What follows belongs to an exercise in optimizing a design on an open flow for small area, a short achievable clock period and few clock cycles per item; a production flow would make more cautious choices.
The RTL was checked by simulation tests, not by an equivalence proof against the original design.

==> inputs of job 5502 <==
// sw_top
module sw_top (
    input  logic                                clk,
    input  logic                                reset,
    input  logic                                i_valid,
    input  sw_pkg::base_t                       i_ref_base,
    input  sw_pkg::base_t                       i_query_base,
    output logic                                o_finish,
    output logic [8-1:0]              o_max,
    output logic [sw_pkg::RIDX_W:0]             o_pos_ref,
    output logic [sw_pkg::QIDX_W:0]             o_pos_query
);
make LEC_CHECK=0 ABC_AREA=1 CAP_MARGIN=20 CORE_MARGIN=2 CORE_UTILIZATION=40 CTS_CLUSTER_DIAMETER=80 CTS_CLUSTER_SIZE=60 SETUP_SLACK_MARGIN=4.55 SLEW_MARGIN=20 TNS_END_PERCENT=100 finish   # period 7.5 ns
run.sh (not shown) runs the stock make flow with config.mk's settings and CLKGATE_MAP_FILE= SYNTH_SCRIPT=/design/flow/synth_recipe.tcl, a recipe that flattens the netlist after the stock synthesis.
==> job 542: changes against job 5502 <==
- ABC_AREA: 1 -> default
- CTS_CLUSTER_DIAMETER: 80 -> default
- CTS_CLUSTER_SIZE: 60 -> default
- SETUP_SLACK_MARGIN: 4.55 -> 4.5
==> comparison table <==
Run status: job 5502 timing/DRC/antenna clean; job 542 timing/DRC/antenna clean
Avg WL per Cell: job 5502 15.1 µm; job 542 17.3 µm
Fmax: job 5502 343 MHz; job 542 336 MHz
Met2 layer wire length in the routed design: job 5502 24300 µm; job 542 23900 µm
Count of clock-net buffers in the final layout: job 5502 24; job 542 48
Critical path class: job 5502 flip-flop to output port; job 542 flip-flop to flip-flop
Via count of the first global-routing pass: job 5502 17253; job 542 15976
Measured slew at the worst slew-check pin: job 5502 0.851 ns; job 542 0.876 ns
Parity-gate share of the synthesized area counting xor and xnor cells: job 5502 0.0357; job 542 0.0255
Half-perimeter wire length after placement: job 5502 38100 µm; job 542 35500 µm
Post-layout instance count excluding filler cells: job 5502 3530; job 542 2954
Synthesized-area fraction occupied by adder cells: job 5502 0.138; job 542 0.180
Peak per-stage delay on the critical path: job 5502 0.41 ns; job 542 0.43 ns
All-layer global routing usage: job 5502 0.206; job 542 0.196
Reg2reg path depth: job 5502 18; job 542 14
Floorplan core area: job 5502 49000 µm²; job 542 48600 µm²
Testbench counts of job 5502, summed over its fixed seeds: cycles 12,480, runs 320.
Testbench counts of job 542, summed over its fixed seeds: cycles 12,480, runs 320.


==> build 86: inputs <==
==> flow/design.v <==
package sw_pkg;
    typedef logic [1:0] base_t;
    localparam int RIDX_W = $clog2(16);
    localparam int QIDX_W = $clog2(24);
    localparam int HW = $clog2(2 * 16 + 1);
endpackage
`timescale 1ns/1ps
module sw_sequencer (
    input  logic       clk,
    input  logic       reset,
    input  logic       i_valid,
    output logic       o_start,    
    output logic       o_load,     
    output logic [5:0] o_cnt,      
    output logic       o_busy,     
    output logic       o_last,     
    output logic       o_finish
);
    localparam int LAST = 24 + 16 - 3;
    logic       busy;
    logic [5:0] cnt;
    logic       fin;
    assign o_start = i_valid && !busy;
    assign o_load  = o_start || (busy && cnt < 6'(24 - 1));
    assign o_cnt   = cnt;
    assign o_last  = (cnt == 6'(LAST));
    assign o_busy  = busy;
    assign o_finish = fin;
    always_ff @(posedge clk or posedge reset) begin
        if (reset) begin
            busy <= 1'b0;
            cnt  <= '0;
            fin  <= 1'b0;
        end else begin
            fin <= busy && (cnt == 6'(LAST));
            if (o_start) begin
                busy <= 1'b1;
                cnt  <= '0;
            end else if (busy) begin
                cnt <= cnt + 1'b1;
                if (cnt == 6'(LAST)) begin
                    busy <= 1'b0;
                end
            end
        end
    end
endmodule
`timescale 1ns/1ps
module sw_pe #(
    parameter int J = 1
) (
    input  logic       clk,
    input  logic       i_diag,      
    input  logic       i_first,     
    input  logic       i_cell,      
    input  logic [1:0] i_query,     
    input  logic [1:0] i_ref_pin,   
    input  logic [5:0] i_h_left,    
    input  logic       i_eq_left,   
    input  logic [5:0] i_best,      
    input  logic [5:0] i_best_m2,   
    output logic [1:0] o_cand,      
    output logic       o_row1,      
    output logic [1:0] o_query,
    output logic [5:0] o_h,
    output logic       o_eq
);
    localparam int WH = $clog2(2 * J + 1);       
    localparam int WS = WH + 1;                  
    function automatic logic [1:0] cmp(input logic [WS-1:0] a, input logic [WS-1:0] b);
        logic g;
        logic p;
        g = 1'b0;
        p = 1'b1;
        for (int k = 0; k < WS; k++) begin
            g = (a[k] & ~b[k]) | ((a[k] | ~b[k]) & g);
            p = p & (a[k] | ~b[k]);
        end
        cmp = {g, g | p};
    endfunction
    function automatic logic [WS-1:0] gapv(input logic [WS-1:0] h, input logic e);
        logic c;
        gapv[0] = h[0] ^ e;
        c = h[0] & e;
        for (int k = 1; k < WS; k++) begin
            gapv[k] = ~(h[k] ^ c);
            c = h[k] | c;
        end
    endfunction
    logic [1:0]    ref_q;
    logic [1:0]    query_q;
    logic [WH-1:0] dg_q;
    logic [WH-1:0] h_q;
    logic          eq_i_q;
    logic          eq_d_q;
    logic [1:0]    cand_q;
    logic [1:0]    ref_b;
    logic [WH-1:0] hd;
    logic [WH-1:0] dg_nxt;
    logic [WH-1:0] dg_p2;
    logic [WH-1:0] dg_m1;
    logic [WS-1:0] ival;
    logic [WS-1:0] dval;
    logic [WS-1:0] ival_b;
    logic [WS-1:0] dval_b;
    logic [WS-1:0] dg_b;
    logic [1:0]    c_ig;
    logic [1:0]    c_dg;
    logic [1:0]    c_id;
    logic          eq_i;
    logic          eq_d;
    logic [WS-1:0] h_nxt;
    assign ref_b  = i_first ? i_ref_pin : ref_q;
    assign hd     = (J == 1) ? '0 : WH'(i_h_left);
    assign dg_p2  = hd + 2'd2;
    assign dg_m1  = (hd == '0) ? '0 : hd - 1'b1;
    assign dg_nxt = match ? dg_p2 : dg_m1;
    function automatic logic ge6(input logic [5:0] a, input logic [5:0] b);
        logic r;
        r = 1'b1;
        for (int k = 0; k < 6; k++) begin
            r = (a[k] & ~b[k]) | ((a[k] | ~b[k]) & r);
        end
        ge6 = r;
    endfunction
    logic       match;
    logic       match_q;        
    logic       cand_ok;
    logic       row1_q;
    logic       hd_ge;
    logic [3:0] d_oh;
    logic [3:0] g_oh;
    logic [1:0] cand;
    assign match   = (i_query == ref_b);
    assign match_q = (i_query == ref_q);
    assign cand_ok = (J == 16) ? (!i_first && match_q) : match;
    assign hd_ge = ge6(6'(hd), i_best_m2);           
    assign d_oh  = 4'b0001 << hd[1:0];
    assign g_oh  = 4'b0001 << (i_best[1:0] ^ 2'b10);  
    always_comb begin
        cand = 2'd0;
        if (J == 1 && i_first) begin
            cand = match ? 2'd3 : 2'd0;
        end else if (i_diag && cand_ok && hd_ge) begin
            if (|(d_oh & g_oh))                          cand = 2'd1;
            else if (|(d_oh & {g_oh[2:0], g_oh[3]}))     cand = 2'd2;
            else                                         cand = 2'd3;
        end
    end
    always_ff @(posedge clk) begin
        if (i_first) begin
            ref_q <= i_ref_pin;
        end
        query_q <= i_query;
        dg_q    <= dg_nxt;
        cand_q  <= cand;
        row1_q  <= i_diag && i_first && match;
    end
    assign ival   = gapv((J == 1) ? '0 : WS'(i_h_left), (J == 1) ? 1'b0 : i_eq_left);
    assign dval   = gapv(WS'(h_q), eq_d_q);
    assign ival_b = {~ival[WS-1], ival[WS-2:0]};
    assign dval_b = {~dval[WS-1], dval[WS-2:0]};
    assign dg_b   = {1'b1, dg_q};
    assign c_ig   = cmp(ival_b, dg_b);
    assign c_dg   = cmp(dval_b, dg_b);
    assign c_id   = cmp(ival_b, dval_b);
    assign eq_i   = c_ig[0] && c_id[0];
    assign eq_d   = c_dg[0] && !c_id[1];
    assign h_nxt  = (!c_ig[0] && !c_dg[0]) ? WS'(dg_q) : (eq_i ? ival : dval);
    always_ff @(posedge clk) begin
        h_q    <= i_cell ? WH'(h_nxt) : '0;
        eq_i_q <= eq_i;
        eq_d_q <= eq_d;
    end
    assign o_query = query_q;
    assign o_h     = 6'(h_q);
    assign o_eq    = eq_i_q;
    assign o_cand  = (J == 16) ? cand : cand_q;
    assign o_row1  = row1_q;
endmodule
`timescale 1ns/1ps
module sw_pe_array (
    input  logic                              clk,
    input  logic                              reset,
    input  logic                              i_start,
    input  logic                              i_load,
    input  logic [1:0]                        i_query_base,
    input  logic [1:0]                        i_ref_base,
    input  logic [5:0]                        i_best,
    input  logic [5:0]                        i_best_m2,
    output logic [16-1:0][1:0]       o_cand,
    output logic                              o_row1      
);
    logic [16-1:0]      row1_c;
    assign o_row1 = row1_c[16-1];
    logic [16-1:0]      cell_q;    
    logic [16-1:0][1:0] query_c;
    logic [16-1:0][5:0] h_c;
    logic [16-1:0]      eq_c;
    for (genvar j = 0; j < 16; j++) begin : g_cell
        logic       diag_act;
        logic       first;
        logic [1:0] query;
        logic [5:0] h_left;
        logic       eq_left;
        if (j == 0) begin : g_head
            assign diag_act = i_load;
            assign first    = i_start;
            assign query    = i_query_base;
            assign h_left   = '0;
            assign eq_left  = 1'b0;
        end else begin : g_body
            assign diag_act = cell_q[j-1];
            assign first    = cell_q[j-1] && !cell_q[j];
            assign query    = query_c[j-1];
            assign h_left   = h_c[j-1];
            assign eq_left  = eq_c[j-1];
        end
        always_ff @(posedge clk or posedge reset) begin
            if (reset) begin
                cell_q[j]  <= 1'b0;
            end else begin
                cell_q[j]  <= diag_act;
            end
        end
        sw_pe #(.J(j + 1)) u_pe (
            .clk        (clk),
            .i_diag     (diag_act),
            .i_first    (first),
            .i_cell     (cell_q[j]),
            .i_query    (query),
            .i_ref_pin  (i_ref_base),
            .i_h_left   (h_left),
            .i_eq_left  (eq_left),
            .i_best     (i_best),
            .i_best_m2  (i_best_m2),
            .o_cand     (o_cand[j]),
            .o_row1     (row1_c[j]),
            .o_query    (query_c[j]),
            .o_h        (h_c[j]),
            .o_eq       (eq_c[j])
        );
    end
endmodule
`timescale 1ns/1ps
module sw_max_tracker (
    input  logic                          clk,
    input  logic                          i_clear,   
    input  logic [5:0]                    i_cnt,
    input  logic                          i_last,    
    input  logic [16-1:0][1:0]   i_cand,
    input  logic                          i_row1,    
    output logic [5:0]                    o_best,    
    output logic [5:0]                    o_best_m2,
    output logic [5:0]                    o_max,
    output logic [4:0]                    o_pos_ref,
    output logic [4:0]                    o_pos_query
);
    localparam int N = 16;
    logic [5:0]   g_q;        
    logic [2:0]   step_q;     
    logic [4:0]   col_q;      
    logic [5:0]   diag_q;     
    logic [4:0]   row_q;      
    logic [5:0]   max_q;      
    logic [4:0]   ref_q;
    logic [N-1:0] c2;
    logic [N-1:0] c1;
    logic [N-1:0] c0;
    logic [N-1:0] below;      
    logic [N-1:0] c0b;
    logic         any2;
    logic         any1;
    logic         any0;
    logic [4:0]   enc2;
    logic [4:0]   enc1;
    logic [4:0]   enc0;
    logic [5:0]   cnt2;
    logic [5:0]   cnt3;
    logic [5:0]   g_p1;
    logic [5:0]   g_p2;
    logic         take;
    logic [5:0]   g_nxt;
    logic [4:0]   col_nxt;
    function automatic logic [4:0] lowest(input logic [N-1:0] v);
        lowest = '0;
        for (int k = N - 1; k >= 0; k--) begin
            if (v[k]) begin
                lowest = 5'(k + 1);
            end
        end
    endfunction
    for (genvar k = 0; k < N - 1; k++) begin : g_cls
        logic p2;
        logic p1;
        logic p0;
        assign p2 = i_cand[k] == 2'd3;
        assign p1 = i_cand[k] == 2'd2;
        assign p0 = i_cand[k] == 2'd1;
        assign c2[k] = p2 & step_q[0];
        assign c1[k] = (p2 & step_q[1]) | (p1 & step_q[0]);
        assign c0[k] = (p2 & step_q[2]) | (p1 & step_q[1]) | (p0 & step_q[0]);
        assign below[k] = (5'(k + 1) < col_q);
    end
    logic x2;
    logic x1;
    assign x2         = i_row1 && (g_q == 6'd0);
    assign x1         = i_row1 && (g_q == 6'd1);
    assign c2[N-1]    = (i_cand[N-1] == 2'd3) || x2;
    assign c1[N-1]    = (i_cand[N-1] == 2'd2) || x1;
    assign c0[N-1]    = 1'b0;
    assign below[N-1] = 1'b0;
    assign c0b     = c0 & below;
    assign any2    = |c2;
    assign any1    = |c1;
    assign any0    = |c0b;
    assign enc2    = lowest(c2);
    assign enc1    = lowest(c1);
    assign enc0    = lowest(c0b);
    assign cnt2    = i_cnt + 6'd2;
    assign cnt3    = i_cnt + 6'd3;
    assign g_p1    = g_q + 6'd1;
    assign g_p2    = g_q + 6'd2;
    assign take    = any2 || any1 || any0;
    assign g_nxt   = any2 ? g_p2 : (any1 ? g_p1 : g_q);
    assign col_nxt = any2 ? enc2 : (any1 ? enc1 : enc0);
    always_ff @(posedge clk) begin
        if (i_clear) begin
            g_q    <= '0;
            step_q <= 3'b001;
            col_q  <= 5'd1;
            diag_q <= 6'd2;
        end else begin
            step_q <= any2 ? 3'b100 : (any1 ? 3'b010 : 3'b001);
            if (take) begin
                g_q    <= g_nxt;
                col_q  <= col_nxt;
                if (col_nxt == 5'(N)) begin
                    diag_q <= (any2 ? x2 : x1) ? 6'(N + 1) : cnt3;
                end else begin
                    diag_q <= cnt2;
                end
            end
        end
        if (i_last) begin
            max_q <= g_nxt;
            ref_q <= take ? col_nxt : col_q;
        end
        if (i_last && take) begin
            row_q <= 5'(24);
        end else begin
            row_q <= diag_q[4:0] - col_q;
        end
    end
    assign o_best      = g_q;
    assign o_best_m2   = (g_q > 6'd2) ? g_q - 6'd2 : 6'd0;
    assign o_max       = max_q;
    assign o_pos_ref   = ref_q;
    assign o_pos_query = row_q;
endmodule
`timescale 1ns/1ps
module sw_top (
    input  logic                                clk,
    input  logic                                reset,
    input  logic                                i_valid,
    input  sw_pkg::base_t                       i_ref_base,
    input  sw_pkg::base_t                       i_query_base,
    output logic                                o_finish,
    output logic [8-1:0]              o_max,
    output logic [sw_pkg::RIDX_W:0]             o_pos_ref,
    output logic [sw_pkg::QIDX_W:0]             o_pos_query
);
    logic                        start;
    logic                        load;
    logic [5:0]                  cnt;
    logic                        last;
    logic                        busy;
    logic [5:0]                  best_m2;
    logic [16-1:0][1:0] cand;
    logic                        row1;
    logic [5:0]                  best_s;
    logic [5:0]                  best_g;
    logic [4:0]                  best_j;
    logic [4:0]                  best_i;
    sw_sequencer u_sequencer (
        .clk      (clk),
        .reset    (reset),
        .i_valid  (i_valid),
        .o_start  (start),
        .o_load   (load),
        .o_cnt    (cnt),
        .o_busy   (busy),
        .o_last   (last),
        .o_finish (o_finish)
    );
    sw_pe_array u_pe_array (
        .clk          (clk),
        .reset        (reset),
        .i_start      (start),
        .i_load       (load),
        .i_query_base (i_query_base),
        .i_ref_base   (i_ref_base),
        .i_best       (best_g),
        .i_best_m2    (best_m2),
        .o_cand       (cand),
        .o_row1       (row1)
    );
    sw_max_tracker u_max_tracker (
        .clk         (clk),
        .i_clear     (start),
        .i_cnt       (cnt),
        .i_last      (last),
        .i_cand      (cand),
        .i_row1      (row1),
        .o_best      (best_g),
        .o_best_m2   (best_m2),
        .o_max       (best_s),
        .o_pos_ref   (best_j),
        .o_pos_query (best_i)
    );
    assign o_max       = 8'(best_s);
    assign o_pos_ref   = best_j;
    assign o_pos_query = {1'b0, best_i};
endmodule
==> flow/run.sh <==
#!/bin/bash
# synth_recipe.tcl (not shown) runs the flow's synth.tcl, then flattens the netlist and writes it again
# the make line also repeats each setting of config.mk as NAME=value (left out here)
make -C /OpenROAD-flow-scripts/flow DESIGN_CONFIG=/design/flow/config.mk WORK_HOME=/design/flow/orfs CLKGATE_MAP_FILE= SYNTH_SCRIPT=/design/flow/synth_recipe.tcl finish
==> flow/config.mk <==
export PLATFORM = sky130hd
export DESIGN_NAME = sw_top
export DESIGN_NICKNAME = sw_top
export VERILOG_FILES = /design/flow/design.v
export SDC_FILE = /design/flow/constraint.sdc
export NUM_CORES = 4
export LEC_CHECK = 0
export ABC_AREA = 1
export CAP_MARGIN = 20
export CORE_MARGIN = 2
export CORE_UTILIZATION = 40
export CTS_CLUSTER_DIAMETER = 80
export CTS_CLUSTER_SIZE = 60
export SETUP_SLACK_MARGIN = 4.75
export SLEW_MARGIN = 20
export TNS_END_PERCENT = 100
==> flow/constraint.sdc <==
create_clock -name core_clock -period 7.5 [get_ports {clk}]
set_input_delay 1.5000 -clock core_clock [delete_from_list [all_inputs] [get_ports {clk}]]
set_output_delay 1.5000 -clock core_clock [all_outputs]
set_load 0.01 [all_outputs]
==> build 90: changes against build 86 <==
--- a/flow/design.v
+++ b/flow/design.v
@@ -264,4 +264,2 @@
     logic [4:0]   row_q;      
-    logic [5:0]   max_q;      
-    logic [4:0]   ref_q;
     logic [N-1:0] c2;
@@ -344,6 +342,2 @@
         end
-        if (i_last) begin
-            max_q <= g_nxt;
-            ref_q <= take ? col_nxt : col_q;
-        end
         if (i_last && take) begin
@@ -356,4 +350,4 @@
     assign o_best_m2   = (g_q > 6'd2) ? g_q - 6'd2 : 6'd0;
-    assign o_max       = max_q;
-    assign o_pos_ref   = ref_q;
+    assign o_max       = g_q;
+    assign o_pos_ref   = col_q;
     assign o_pos_query = row_q;
--- a/flow/config.mk
+++ b/flow/config.mk
@@ -10,6 +10,7 @@
 export CORE_MARGIN = 2
-export CORE_UTILIZATION = 40
+export CORE_UTILIZATION = 50
 export CTS_CLUSTER_DIAMETER = 80
 export CTS_CLUSTER_SIZE = 60
-export SETUP_SLACK_MARGIN = 4.75
+export PLACE_DENSITY = 0.65
+export SETUP_SLACK_MARGIN = 4.6
 export SLEW_MARGIN = 20
==> trial 39: changes against build 86 <==
--- a/flow/design.v
+++ b/flow/design.v
@@ -61,2 +61,3 @@
     input  logic [5:0] i_best_m2,   
+    input  logic [3:0] i_best_oh,   
     output logic [1:0] o_cand,      
@@ -138,3 +139,3 @@
     assign d_oh  = 4'b0001 << hd[1:0];
-    assign g_oh  = 4'b0001 << (i_best[1:0] ^ 2'b10);  
+    assign g_oh  = i_best_oh;
     always_comb begin
@@ -190,2 +191,3 @@
     input  logic [5:0]                        i_best_m2,
+    input  logic [3:0]                        i_best_oh,
     output logic [16-1:0][1:0]       o_cand,
@@ -236,2 +238,3 @@
             .i_best_m2  (i_best_m2),
+            .i_best_oh  (i_best_oh),
             .o_cand     (o_cand[j]),
@@ -254,2 +257,3 @@
     output logic [5:0]                    o_best_m2,
+    output logic [3:0]                    o_best_oh,  
     output logic [5:0]                    o_max,
@@ -260,2 +264,8 @@
     logic [5:0]   g_q;        
+    logic [5:0]   gm2_q;      
+    logic [5:0]   g_m1;
+    logic [5:0]   g_m2;
+    logic [5:0]   gm2_nxt;
+    logic [3:0]   goh_q;      
+    logic         w16;        
     logic [2:0]   step_q;     
@@ -264,4 +274,2 @@
     logic [4:0]   row_q;      
-    logic [5:0]   max_q;      
-    logic [4:0]   ref_q;
     logic [N-1:0] c2;
@@ -325,2 +333,6 @@
     assign g_nxt   = any2 ? g_p2 : (any1 ? g_p1 : g_q);
+    assign g_m1    = (g_q > 6'd1) ? g_q - 6'd1 : 6'd0;
+    assign g_m2    = (g_q > 6'd2) ? g_q - 6'd2 : 6'd0;
+    assign gm2_nxt = any2 ? g_q : (any1 ? g_m1 : g_m2);
+    assign w16     = any2 ? !(|c2[N-2:0]) : (any1 && !(|c1[N-2:0]));
     assign col_nxt = any2 ? enc2 : (any1 ? enc1 : enc0);
@@ -329,2 +341,4 @@
             g_q    <= '0;
+            gm2_q  <= '0;
+            goh_q  <= 4'b0100;
             step_q <= 3'b001;
@@ -336,4 +350,6 @@
                 g_q    <= g_nxt;
+                gm2_q  <= gm2_nxt;
+                goh_q  <= any2 ? {goh_q[1:0], goh_q[3:2]} : (any1 ? {goh_q[2:0], goh_q[3]} : goh_q);
                 col_q  <= col_nxt;
-                if (col_nxt == 5'(N)) begin
+                if (w16) begin
                     diag_q <= (any2 ? x2 : x1) ? 6'(N + 1) : cnt3;
@@ -344,6 +360,2 @@
         end
-        if (i_last) begin
-            max_q <= g_nxt;
-            ref_q <= take ? col_nxt : col_q;
-        end
         if (i_last && take) begin
@@ -355,5 +367,6 @@
     assign o_best      = g_q;
-    assign o_best_m2   = (g_q > 6'd2) ? g_q - 6'd2 : 6'd0;
-    assign o_max       = max_q;
-    assign o_pos_ref   = ref_q;
+    assign o_best_m2   = gm2_q;
+    assign o_best_oh   = goh_q;
+    assign o_max       = g_q;
+    assign o_pos_ref   = col_q;
     assign o_pos_query = row_q;
@@ -378,2 +391,3 @@
     logic [5:0]                  best_m2;
+    logic [3:0]                  best_oh;
     logic [16-1:0][1:0] cand;
@@ -404,2 +418,3 @@
         .i_best_m2    (best_m2),
+        .i_best_oh    (best_oh),
         .o_cand       (cand),
@@ -416,2 +431,3 @@
         .o_best_m2   (best_m2),
+        .o_best_oh   (best_oh),
         .o_max       (best_s),
--- a/flow/config.mk
+++ b/flow/config.mk
@@ -13,3 +13,3 @@
 export CTS_CLUSTER_SIZE = 60
-export SETUP_SLACK_MARGIN = 4.75
+export SETUP_SLACK_MARGIN = 4.85
 export SLEW_MARGIN = 20
==> build 8: changes against build 86 <==
--- a/flow/design.v
+++ b/flow/design.v
@@ -264,4 +264,2 @@
     logic [4:0]   row_q;      
-    logic [5:0]   max_q;      
-    logic [4:0]   ref_q;
     logic [N-1:0] c2;
@@ -344,6 +342,2 @@
         end
-        if (i_last) begin
-            max_q <= g_nxt;
-            ref_q <= take ? col_nxt : col_q;
-        end
         if (i_last && take) begin
@@ -356,4 +350,4 @@
     assign o_best_m2   = (g_q > 6'd2) ? g_q - 6'd2 : 6'd0;
-    assign o_max       = max_q;
-    assign o_pos_ref   = ref_q;
+    assign o_max       = g_q;
+    assign o_pos_ref   = col_q;
     assign o_pos_query = row_q;
--- a/flow/config.mk
+++ b/flow/config.mk
@@ -12,4 +12,4 @@
 export CTS_CLUSTER_DIAMETER = 80
-export CTS_CLUSTER_SIZE = 60
-export SETUP_SLACK_MARGIN = 4.75
+export CTS_CLUSTER_SIZE = 40
+export SETUP_SLACK_MARGIN = 4.6
 export SLEW_MARGIN = 20
==> comparison table <==
	build 90	trial 39	build 86	build 8
Placed Instances	3301	3497	3459	3447
Syn Area/Cell	7.038 um^2	7.107 um^2	7.159 um^2	7.038 um^2
Worst setup slack before clock tree synthesis	3406 ps	3483 ps	3433 ps	3420 ps
Clock latency on the worst-skew pair	530 ps	570 ps	560 ps	560 ps
DRT Wirelength	51.93 mm	56.97 mm	58.09 mm	53.53 mm
Number of cell rows	72	82	82	81
Capture endpoint of the worst hold path	u_pe_array.g_cell[9].u_pe.query_q[1]$_DFF_P_	u_pe_array.g_cell[10].u_pe.query_q[0]$_DFF_P_	u_pe_array.g_cell[4].u_pe.query_q[0]$_DFF_P_	u_pe_array.g_cell[8].u_pe.query_q[1]$_DFF_P_
Number of enable-type register cells in the synthesized netlist	0	0	11	0
Non-clock buffering overhead in the final layout	3.829%	4.023%	4.706%	2.963%
Crit-path slowest cell	dfxtp_4	dfxtp_4	edfxtp_1	dfxtp_4
Outcome	complete, no violations	complete, no violations	complete, no violations	complete, no violations
Initial core utilization	51.02%	40.46%	40.30%	40.56%
Hold Slack	373.1 ps	366.0 ps	351.4 ps	354.9 ps
Post-CTS Repair Setup Buffers	19	38	35	19
Ratio of final minimum period to clock period	38.95%	34.73%	36.35%	38.19%
Number of non-clock inverters in the layout	478	483	458	478
Testbench counts of build 86, summed over its fixed seeds: cycles 12,480, runs 320.
Testbench counts of build 90, summed over its fixed seeds: cycles 12,480, runs 320.
Testbench counts of trial 39, summed over its fixed seeds: cycles 12,480, runs 320.
Testbench counts of build 8, summed over its fixed seeds: cycles 12,480, runs 320.

[re-timing with driven ports]
No port has a modelled driver above. Below, the same layouts with a new extraction and two added sets of constraints. Step 1: set_driving_cell puts a clkbuf_16 on clk and a buf_2 on each other input, an assumption about the parent block. Step 2 also shifts input and output timing later by t, the mid clock arrival at the registers, as if the neighbouring blocks saw the same clock. Slacks: ideal ports / drivers / drivers and shift; pairs: ideal ports / drivers.
run | shift t [ns] | setup WS [ns] | worst hold slack (ns) | worst data-port slew with drivers (ns) | pins driven straight from the clock port
job 5502 | 0.601 | 4.581 / 4.526 / 4.028 | 0.355 / 0.355 / 0.355 | 0.06 | 1
job 542 | 0.569 | 4.522 / 4.522 / 4.008 | 0.369 / 0.369 / 0.369 | 0.03 | 1
build 86 | 0.603 | 4.774 / 4.716 / 4.310 | 0.351 / 0.351 / 0.351 | 0.03 | 1
build 90 | 0.579 | 4.579 / 4.521 / 4.191 | 0.373 / 0.373 / 0.373 | 0.03 | 1
trial 39 | 0.608 | 4.895 / 4.836 / 4.328 | 0.366 / 0.366 / 0.366 | 0.03 | 1
build 8 | 0.601 | 4.635 / 4.581 / 4.123 | 0.355 / 0.355 / 0.355 | 0.05 | 1
After both steps every run listed still meets setup and hold. For trial 39, which loses most, drivers alone change the setup slack by -0.059 ns; drivers and shift together by -0.567 ns.
